Context: an optimization exercise on an open-source flow, tuned for small area. The choices shown serve that exercise and are no tape-out recipe. In this exercise RTL edits were held to simulation tests only and were not proved equivalent to the original. Power and IR drop assume default switching activity.

==> flow/design.v <==
`default_nettype none
package pw_data_pkg;
   typedef logic [8-1:0] pixel_t;
   typedef logic [4*8-1:0] pixel_group_u;
   typedef logic [3*3*8-1:0] feature_t;
endpackage
`default_nettype wire
`default_nettype none
package pw_ctrl_pkg;
   typedef logic [3-1:0] group_idx_t;
   typedef logic [3:0] group_count_t;
   typedef logic [$clog2(4)-1:0] bank_slot_t;
   typedef logic [1:0] col_count_t;
endpackage
`default_nettype wire
`timescale 1ns/1ps
`default_nettype none
module window_loader (
   input  logic                      clk,
   input  logic                      rst_n,
   input  logic                      frame_start,
   input  pw_ctrl_pkg::group_count_t num_groups,
   input  logic                      col_valid,
   input  logic                      rd_en,
   output logic                      load,
   output logic                      col_last,
   output logic                      rd_fire,
   output logic                      window_ready
);
   localparam pw_ctrl_pkg::col_count_t full_cols = pw_ctrl_pkg::col_count_t'(3);
   pw_ctrl_pkg::group_idx_t group_cnt;
   pw_ctrl_pkg::col_count_t loaded_cnt;
   assign col_last = col_valid &&
                     (pw_ctrl_pkg::group_count_t'(group_cnt) == num_groups - pw_ctrl_pkg::group_count_t'(1));
   assign load = col_valid && !frame_start;
   always_ff @(posedge clk or negedge rst_n) begin
      if (!rst_n) begin
         group_cnt  <= '0;
         loaded_cnt <= '0;
      end else if (frame_start) begin
         group_cnt  <= '0;
         loaded_cnt <= '0;
      end else if (col_valid) begin
         if (col_last) begin
            group_cnt <= '0;
            if (loaded_cnt != full_cols) begin
               loaded_cnt <= loaded_cnt + pw_ctrl_pkg::col_count_t'(1);
            end
         end else begin
            group_cnt <= group_cnt + pw_ctrl_pkg::group_idx_t'(1);
         end
      end
   end
   always_ff @(posedge clk or negedge rst_n) begin
      if (!rst_n) begin
         window_ready <= 1'b0;
      end else if (frame_start) begin
         window_ready <= 1'b0;
      end else if (col_last && loaded_cnt == full_cols - pw_ctrl_pkg::col_count_t'(1)) begin
         window_ready <= 1'b1;
      end
   end
   assign rd_fire  = rd_en && window_ready;
endmodule
`default_nettype wire
`timescale 1ns/1ps
`default_nettype none
module column_bank (
   input  logic                                                       clk,
   input  logic [8-1:0]                                  wr_en,
   input  logic [8-1:0][3*4*8-1:0] wr_data,
   output logic [8-1:0][3*4*8-1:0] col_data
);
   for (genvar g = 0; g < 8; g++) begin : g_word
      always_ff @(posedge clk) begin
         if (wr_en[g]) begin
            col_data[g] <= wr_data[g];
         end
      end
   end
endmodule
`default_nettype wire
`timescale 1ns/1ps
`default_nettype none
module column_bank_array (
   input  logic                                              clk,
   input  logic                                              rst_n,
   input  logic                                              load,
   input  logic                                              col_last,
   input  pw_data_pkg::pixel_group_u                         data0,
   input  pw_data_pkg::pixel_group_u                         data1,
   input  pw_data_pkg::pixel_group_u                         data2,
   output logic [3-1:0][8-1:0][3*4*8-1:0] win_data
);
   localparam int W = 3*4*8;
   localparam int G = 8;
   logic [W-1:0]         in_word1, in_word2;
   logic                 in_valid1, in_valid2;
   logic                 in_last1, in_last2;
   logic                 in_hold2, in_keep2;
   logic [G-1:1][W-1:0]  fill_data;
   logic [G-1:0][W-1:0]  next_col;
   always_ff @(posedge clk) begin
      in_word1 <= {data2, data1, data0};
      in_word2 <= in_word1;
   end
   always_ff @(posedge clk or negedge rst_n) begin
      if (!rst_n) begin
         in_valid1 <= 1'b0;
         in_last1  <= 1'b0;
         in_valid2 <= 1'b0;
         in_last2  <= 1'b0;
         in_hold2  <= 1'b1;
         in_keep2  <= 1'b1;
      end else begin
         in_valid1 <= load;
         in_last1  <= load && col_last;
         in_valid2 <= in_valid1;
         in_last2  <= in_last1;
         in_hold2  <= !in_valid1;
         in_keep2  <= !in_last1;
      end
   end
   assign next_col = {in_word2, fill_data};
   always_ff @(posedge clk) begin
      fill_data <= (next_col[G-1:1] & {((G-1)*W){in_valid2}}) |
                   (fill_data       & {((G-1)*W){in_hold2}});
   end
   always_ff @(posedge clk) begin
      win_data[2] <= (next_col    & {(G*W){in_last2}}) | (win_data[2] & {(G*W){in_keep2}});
      win_data[1] <= (win_data[2] & {(G*W){in_last2}}) | (win_data[1] & {(G*W){in_keep2}});
      win_data[0] <= (win_data[1] & {(G*W){in_last2}}) | (win_data[0] & {(G*W){in_keep2}});
   end
endmodule
`default_nettype wire
`timescale 1ns/1ps
`default_nettype none
module window_assembler (
   input  logic                                              clk,
   input  logic                                              rst_n,
   input  logic                                              frame_start,
   input  logic                                              rd_fire,
   input  pw_ctrl_pkg::group_count_t                         num_groups,
   input  pw_ctrl_pkg::group_idx_t                           rd_group,
   input  logic [3-1:0][8-1:0][3*4*8-1:0] win_data,
   output logic                                              out_valid,
   output pw_data_pkg::feature_t                             feature1,
   output pw_data_pkg::feature_t                             feature2,
   output pw_data_pkg::feature_t                             feature3,
   output pw_data_pkg::feature_t                             feature4
);
   logic                    fire_d;
   pw_ctrl_pkg::group_idx_t grp_d;
   logic [8-1:0] sel_q;
   pw_data_pkg::feature_t   feat [4];
   always_ff @(posedge clk or negedge rst_n) begin
      if (!rst_n) begin
         fire_d    <= 1'b0;
         out_valid <= 1'b0;
      end else if (frame_start) begin
         fire_d    <= 1'b0;
         out_valid <= 1'b0;
      end else begin
         fire_d    <= rd_fire;
         out_valid <= fire_d;
      end
   end
   always_ff @(posedge clk) begin
      grp_d <= rd_group - pw_ctrl_pkg::group_idx_t'(num_groups);
      for (int g = 0; g < 8; g++) begin
         sel_q[g] <= (grp_d == pw_ctrl_pkg::group_idx_t'(g));
      end
   end
   for (genvar c = 0; c < 3; c++) begin : g_col
      logic [3*4*8-1:0] word;
      always_comb begin
         word = '0;
         for (int g = 0; g < 8; g++) begin
            word = word | (win_data[c][g] & {(3*4*8){sel_q[g]}});
         end
      end
      for (genvar r = 0; r < 3; r++) begin : g_row
         for (genvar k = 0; k < 4; k++) begin : g_lane
            assign feat[k][(r*3 + c)*8 +: 8] =
                   word[(r*4 + k)*8 +: 8];
         end
      end
   end
   assign feature1 = feat[0];
   assign feature2 = feat[1];
   assign feature3 = feat[2];
   assign feature4 = feat[3];
endmodule
`default_nettype wire
`timescale 1ns/1ps
`default_nettype none
module pixel_window (
   input  logic                      clk,
   input  logic                      rst_n,
   input  logic                      frame_start,
   input  pw_ctrl_pkg::group_count_t num_groups,
   input  logic                      col_valid,
   input  pw_data_pkg::pixel_group_u data0,
   input  pw_data_pkg::pixel_group_u data1,
   input  pw_data_pkg::pixel_group_u data2,
   input  logic                      rd_en,
   input  pw_ctrl_pkg::group_idx_t   rd_group,
   output logic                      window_ready,
   output logic                      out_valid,
   output pw_data_pkg::feature_t     feature1,
   output pw_data_pkg::feature_t     feature2,
   output pw_data_pkg::feature_t     feature3,
   output pw_data_pkg::feature_t     feature4
);
   logic                    load;
   logic                    col_last;
   logic                    rd_fire;
   logic [3-1:0][8-1:0][3*4*8-1:0] win_data;
   window_loader u_loader (
      .clk          (clk),
      .rst_n        (rst_n),
      .frame_start  (frame_start),
      .num_groups   (num_groups),
      .col_valid    (col_valid),
      .rd_en        (rd_en),
      .load         (load),
      .col_last     (col_last),
      .rd_fire      (rd_fire),
      .window_ready (window_ready)
   );
   column_bank_array u_banks (
      .clk      (clk),
      .rst_n    (rst_n),
      .load     (load),
      .col_last (col_last),
      .data0    (data0),
      .data1    (data1),
      .data2    (data2),
      .win_data (win_data)
   );
   window_assembler u_assembler (
      .clk         (clk),
      .rst_n       (rst_n),
      .frame_start (frame_start),
      .rd_fire     (rd_fire),
      .num_groups  (num_groups),
      .rd_group    (rd_group),
      .win_data    (win_data),
      .out_valid   (out_valid),
      .feature1    (feature1),
      .feature2    (feature2),
      .feature3    (feature3),
      .feature4    (feature4)
   );
endmodule
`default_nettype wire
==> flow/config.mk <==
export PLATFORM = sky130hd
export DESIGN_NAME = pixel_window
export DESIGN_NICKNAME = pixel_window
export VERILOG_FILES = /design/flow/design.v
export SDC_FILE = /design/flow/constraint.sdc
export NUM_CORES = 4
export LEC_CHECK = 0
export CAP_MARGIN = 20
export CORE_MARGIN = 2
export CORE_UTILIZATION = 40
export SLEW_MARGIN = 20
==> flow/constraint.sdc <==
create_clock -name core_clock -period 5.0 [get_ports {clk}]
set_input_delay 1.0000 -clock core_clock [delete_from_list [all_inputs] [get_ports {clk}]]
set_output_delay 1.0000 -clock core_clock [all_outputs]
set_load 0.01 [all_outputs]
standard.sh (not shown) runs the stock make flow with config.mk's settings and CLKGATE_MAP_FILE= SYNTH_SCRIPT=/design/flow/synth_recipe.tcl, a recipe that flattens the netlist after the stock synthesis.
==> flow/flow/run.sh <==
#!/bin/bash
# Standard ORFS layout with three changes:
#  - port buffers use the smallest plain buffer (repair_design still resizes them as needed)
#  - CTS without dummy loads, with larger sink clusters on clkbuf_16
# Full make output goes to standard.log in the work folder; ORFS step logs stay under orfs/logs.
set -euo pipefail
cd "$(dirname "$0")/.."
bash standard.sh \
  "BUFFER_PORTS_ARGS=-buffer_cell sky130_fd_sc_hd__buf_1" \
  "CTS_ARGS=-sink_clustering_enable -repair_clock_nets -dont_use_dummy_load -buf_list sky130_fd_sc_hd__clkbuf_16 -sink_clustering_size 30 -sink_clustering_max_diameter 80" \
  finish > standard.log 2>&1
Next try:
--- a/flow/design.v
+++ b/flow/design.v
@@ -120,9 +120,9 @@
          in_hold2  <= !in_valid1;
          in_keep2  <= !in_last1;
       end
    end
-   assign next_col = {in_word2, fill_data};
+   assign next_col = {~in_word2, fill_data};
    always_ff @(posedge clk) begin
       fill_data <= (next_col[G-1:1] & {((G-1)*W){in_valid2}}) |
                    (fill_data       & {((G-1)*W){in_hold2}});
    end
@@ -150,9 +150,9 @@
    output pw_data_pkg::feature_t                             feature4
 );
    logic                    fire_d;
    pw_ctrl_pkg::group_idx_t grp_d;
-   logic [8-1:0] sel_q;
+   logic [8-1:0] sel_q;    
    pw_data_pkg::feature_t   feat [4];
    always_ff @(posedge clk or negedge rst_n) begin
       if (!rst_n) begin
          fire_d    <= 1'b0;
@@ -167,18 +167,19 @@
    end
    always_ff @(posedge clk) begin
       grp_d <= rd_group - pw_ctrl_pkg::group_idx_t'(num_groups);
       for (int g = 0; g < 8; g++) begin
-         sel_q[g] <= (grp_d == pw_ctrl_pkg::group_idx_t'(g));
+         sel_q[g] <= (grp_d != pw_ctrl_pkg::group_idx_t'(g));
       end
    end
    for (genvar c = 0; c < 3; c++) begin : g_col
       logic [3*4*8-1:0] word;
       always_comb begin
-         word = '0;
+         word = '1;
          for (int g = 0; g < 8; g++) begin
-            word = word | (win_data[c][g] & {(3*4*8){sel_q[g]}});
-         end
+            word = word & (win_data[c][g] | {(3*4*8){sel_q[g]}});
+         end
+         word = ~word;
       end
       for (genvar r = 0; r < 3; r++) begin : g_row
          for (genvar k = 0; k < 4; k++) begin : g_lane
             assign feat[k][(r*3 + c)*8 +: 8] =
Core utilization goes down by 0.14 points.
Non-clock buffer count goes down by 35.
Sequential share of layout area goes up by 0.70 points.
Register-to-register slack loses 0.29 ns.
Clock power stays flat.
Routed wire length goes up by about 1.3%.
Global-route usage goes up by 0.33 points.
Design area goes down by 1.2%.
Setup slack loses 0.23 ns.
Cell count goes up by about 0.4%.
Total power goes up by 6.4%.
Sequential cell count does not change.
Via count goes up by 0.72%.

==> separate check: timing with driven ports <==
How much do the figures lean on ideal ports? The routed layouts below were timed once more, with nothing changed but the port constraints.
Step 1, drivers: a clkbuf_16 drives clk and a buf_2 each remaining input, both assumed.
Step 2 times the ports against the registers' clock, not the clock port: input delays grow and output delays shrink by t, the midpoint of the rising clock arrivals with the driver on.
Slacks: ideal / step 1 / step 2; pairs: ideal / step 1.
run	shift t [ns]	setup WS [ns]	hold slack, ns	worst slew at a driven data input, ns
the first run	0.868	0.952 / 0.856 / 1.723	0.213 / 0.139 / 0.281	0.14
the second run	0.865	0.724 / 0.630 / 1.495	0.224 / 0.155 / 0.269	0.15
After both steps every run listed still meets setup and hold.
